This is an optimization exercise on Yosys and OpenROAD, whose aim is small area, a short achievable clock period and few clock cycles per item, not a production implementation.
Function was checked by simulation only, so behaviour that the tests miss may differ from the original.

// cg_step_top
module cg_step_top
(
	input wire clk,
	input wire reset,
	input wire in_valid,
	input wire [127:0] in_elem,
	output logic busy,
	output logic out_valid,
	output logic [63:0] out_elem,
	output logic out_last,
	output logic zero_div
);
Size: roughly 17000 cells after synthesis.
==> module cg_alpha_divider, before the edit <==
module cg_alpha_divider
(
	input wire clk,
	input wire reset,
	input wire start,
	input wire [31:0] mag_n,
	input wire [31:0] mag_d,
	input wire negative,
	input wire zero,
	input wire take,
	output logic ready,
	output logic free,
	output logic running_next,
	output logic [5:0] left_next,
	output logic [31:0] alpha,
	output logic alpha_zero
);
	localparam int K = 3;
	function automatic logic [5:0] lzc32(input logic [31:0] v);
		lzc32 = 6'd32;
		for (int i = 0; i < 32; i++)
			if (v[i])
				lzc32 = 6'(31 - i);
	endfunction
	function automatic logic [1:0] mod3(input logic [5:0] v);
		mod3 = '0;
		for (int i = 0; i < 64; i++)
			if (v == 6'(i))
				mod3 = 2'(i % 3);
	endfunction
	logic [5:0] lzn;
	logic [5:0] lzd;
	logic [6:0] m;
	logic [1:0] pad;
	logic [31:0] an;
	logic [31:0] rsh;
	logic [51:0] wsh;
	logic [31:0] rem0;
	logic [47:0] work0;
	always_comb
	begin
		lzn = lzc32(mag_n);
		lzd = lzc32(mag_d);
		m = 7'd17 + {1'b0, lzd} - {1'b0, lzn};
		pad = '0;
		for (int a = 0; a < 3; a++)
			for (int b = 0; b < 3; b++)
				if (mod3(lzd) == 2'(a) && mod3(lzn) == 2'(b))
					pad = 2'((3 - ((17 + a + 3 - b) % 3)) % 3);
		an = mag_n << lzn[4:0];
		rsh = an >> lzd[4:0];
		wsh = {4'b0, an, 16'b0} << (5'd31 - lzd[4:0]);
		rem0 = rsh >> ({1'b0, pad} + 3'd1);
		work0 = 48'(wsh >> pad);
	end
	logic running;
	logic [5:0] left;
	logic [47:0] work;
	logic [31:0] rem;
	logic [31:0] dvs;
	logic [33:0] dvs3;
	logic [34:0] dvs5;
	logic [34:0] dvs7;
	logic neg_r;
	logic zero_r;
	logic [6:0] m_r;
	logic first;
	logic [5:0] steps;
	logic none;
	always_comb
	begin
		none = m_r[6] || (m_r == 7'd0);
		steps = '0;
		for (int v = 1; v <= 49; v++)
			if (m_r[5:0] == 6'(v))
				steps = 6'((v + K - 1) / K);
		if (none)
			steps = '0;
	end
	logic [31:0] rem_n;
	logic [47:0] work_n;
	always_comb
	begin
		logic [34:0] trial;
		logic [35:0] dk [8];
		logic [7:0] ge;
		trial = {rem, work[47:45]};
		dk[0] = {1'b0, trial};
		dk[1] = {1'b0, trial} - {4'b0, dvs};
		dk[2] = {1'b0, trial} - {3'b0, dvs, 1'b0};
		dk[3] = {1'b0, trial} - {2'b0, dvs3};
		dk[4] = {1'b0, trial} - {2'b0, dvs, 2'b0};
		dk[5] = {1'b0, trial} - {1'b0, dvs5};
		dk[6] = {1'b0, trial} - {1'b0, dvs3, 1'b0};
		dk[7] = {1'b0, trial} - {1'b0, dvs7};
		for (int k = 0; k < 8; k++)
			ge[k] = !dk[k][35];
		rem_n = rem;
		work_n = {work[44:0], 3'd0};
		for (int k = 0; k < 8; k++)
			if (ge[k] && (k == 7 || !ge[(k == 7) ? 7 : k + 1]))
			begin
				rem_n = dk[k][31:0];
				work_n = {work[44:0], 3'(k)};
			end
	end
	logic [31:0] alpha_r;
	logic zero_o;
	logic rvalid;
	logic done;
	logic finish;
	logic [31:0] alpha_c;
	assign done = running && !first && (left == 6'd0);
	assign alpha_c = (zero_r || none) ? 32'd0 : (neg_r ? -work[31:0] : work[31:0]);
	assign finish = done && (!rvalid || take);
	assign ready = rvalid || done;
	assign free = !running || finish;
	assign alpha = rvalid ? alpha_r : alpha_c;
	assign alpha_zero = rvalid ? zero_o : zero_r;
	logic rvalid_next;
	logic [5:0] lw_next;
	assign rvalid_next = rvalid ? (!take || done) : (done && !take);
	assign lw_next = first ? ((steps != 6'd0) ? steps - 6'd1 : 6'd0) :
		((left != 6'd0) ? left - 6'd1 : left);
	assign running_next = rvalid_next || (running && !finish);
	assign left_next = rvalid_next ? 6'd0 : lw_next;
	always_ff @(posedge clk)
	begin
		if (reset)
		begin
			running <= 1'b0;
			rvalid <= 1'b0;
			left <= '0;
			first <= 1'b0;
		end
		else
		begin
			rvalid <= rvalid_next;
			first <= start;
			if (start)
				running <= 1'b1;
			else if (finish)
				running <= 1'b0;
			left <= lw_next;
		end
	end
	always_ff @(posedge clk)
	begin
		if (start)
		begin
			rem <= rem0;
			work <= work0;
			dvs <= mag_d;
			dvs3 <= {2'b0, mag_d} + {1'b0, mag_d, 1'b0};
			dvs5 <= {3'b0, mag_d} + {1'b0, mag_d, 2'b0};
			dvs7 <= {mag_d, 3'b0} - {3'b0, mag_d};
			neg_r <= negative;
			zero_r <= zero;
			m_r <= m;
		end
		else if (running && (first || (left != 6'd0)))
		begin
			rem <= rem_n;
			work <= work_n;
		end
		if (finish)
		begin
			alpha_r <= alpha_c;
			zero_o <= zero_r;
		end
	end
endmodule
Settings: LEC_CHECK=0, CAP_MARGIN=20, CORE_MARGIN=2, CORE_UTILIZATION=40, SLEW_MARGIN=20; clock period 12.0 ns.
standard.sh (not shown) runs the stock make flow with config.mk's settings and CLKGATE_MAP_FILE= SYNTH_SCRIPT=/design/flow/synth_recipe.tcl, a recipe that flattens the netlist after the stock synthesis.
==> flow/flow/run.sh <==
#!/bin/bash
set -euo pipefail
bash standard.sh SETUP_SLACK_MARGIN=6.5 finish > layout.log 2>&1
Testbench counts at the start, summed over its fixed seeds: cycles 1,197, items 128.
Change:
--- a/flow/design.v
+++ b/flow/design.v
@@ -2408,14 +2408,58 @@
 	output logic [31:0] alpha,
 	output logic alpha_zero
 );
 	localparam int K = 3;
 	function automatic logic [5:0] lzc32(input logic [31:0] v);
-		lzc32 = 6'd32;
-		for (int i = 0; i < 32; i++)
-			if (v[i])
-				lzc32 = 6'(31 - i);
+		logic [15:0] v1;
+		logic [15:0] p1;
+		logic [7:0] v2;
+		logic [15:0] p2;
+		logic [3:0] v3;
+		logic [11:0] p3;
+		logic [1:0] v4;
+		logic [7:0] p4;
+		logic [4:0] p5;
+		for (int i = 0; i < 16; i++)
+		begin
+			v1[i] = v[2 * i + 1] | v[2 * i];
+			p1[i] = !v[2 * i + 1];
+		end
+		for (int i = 0; i < 8; i++)
+		begin
+			v2[i] = v1[2 * i + 1] | v1[2 * i];
+			p2[2 * i +: 2] = v1[2 * i + 1] ? {1'b0, p1[2 * i + 1]} : {1'b1, p1[2 * i]};
+		end
+		for (int i = 0; i < 4; i++)
+		begin
+			v3[i] = v2[2 * i + 1] | v2[2 * i];
+			p3[3 * i +: 3] = v2[2 * i + 1] ? {1'b0, p2[2 * (2 * i + 1) +: 2]} :
+				{1'b1, p2[2 * (2 * i) +: 2]};
+		end
+		for (int i = 0; i < 2; i++)
+		begin
+			v4[i] = v3[2 * i + 1] | v3[2 * i];
+			p4[4 * i +: 4] = v3[2 * i + 1] ? {1'b0, p3[3 * (2 * i + 1) +: 3]} :
+				{1'b1, p3[3 * (2 * i) +: 3]};
+		end
+		p5 = v4[1] ? {1'b0, p4[7:4]} : {1'b1, p4[3:0]};
+		lzc32 = (v4[1] | v4[0]) ? {1'b0, p5} : 6'd32;
+	endfunction
+	function automatic logic [31:0] norm32(input logic [31:0] v);
+		logic [31:0] x;
+		x = v;
+		if (x[31:16] == 16'd0)
+			x = x << 16;
+		if (x[31:24] == 8'd0)
+			x = x << 8;
+		if (x[31:28] == 4'd0)
+			x = x << 4;
+		if (x[31:30] == 2'd0)
+			x = x << 2;
+		if (x[31] == 1'b0)
+			x = x << 1;
+		norm32 = x;
 	endfunction
 	function automatic logic [1:0] mod3(input logic [5:0] v);
 		mod3 = '0;
 		for (int i = 0; i < 64; i++)
 			if (v == 6'(i))
@@ -2438,11 +2482,11 @@
 		pad = '0;
 		for (int a = 0; a < 3; a++)
 			for (int b = 0; b < 3; b++)
 				if (mod3(lzd) == 2'(a) && mod3(lzn) == 2'(b))
 					pad = 2'((3 - ((17 + a + 3 - b) % 3)) % 3);
-		an = mag_n << lzn[4:0];
+		an = norm32(mag_n);
 		rsh = an >> lzd[4:0];
 		wsh = {4'b0, an, 16'b0} << (5'd31 - lzd[4:0]);
 		rem0 = rsh >> ({1'b0, pad} + 3'd1);
 		work0 = 48'(wsh >> pad);
 	end
After rerunning:
- utilization barely changes
- design area stays flat
- synthesized cell count came out lower by 0.36%
- area after synthesis hardly moves
- sequential cell count does not change
Testbench counts after the change, summed over its fixed seeds: cycles 1,197, items 128.

==> static timing again, ports no longer ideal <==
The flow's constraints put no driver on any port. The routed layouts listed below were extracted and timed again, unchanged, in two steps.
Step 1 sets driving cells, clkbuf_16 on the clock port and buf_2 on the other inputs (assumed; they add their load-dependent delay and slew).
Step 2, shift: input delay + t, output delay - t, t = (earliest + latest rising clock arrival at the registers) / 2. This alone moves slack from input paths to output paths.
a / b / c = ideal ports / drivers / drivers and shift; a / b = the first two.
run	shift t [ns]	setup slack, ns	hold slack, ns	worst register clock-pin slew, ns
the first run	1.102	6.606 / 6.606 / 5.504	0.335 / 0.335 / 0.335	0.07 / 0.07
the second run	1.123	6.523 / 6.523 / 5.720	0.341 / 0.341 / 0.341	0.07 / 0.07
After both steps every run listed still meets setup and hold. For the first run, which loses most, drivers alone change the setup slack by 0.000 ns; drivers and shift together by -1.102 ns.
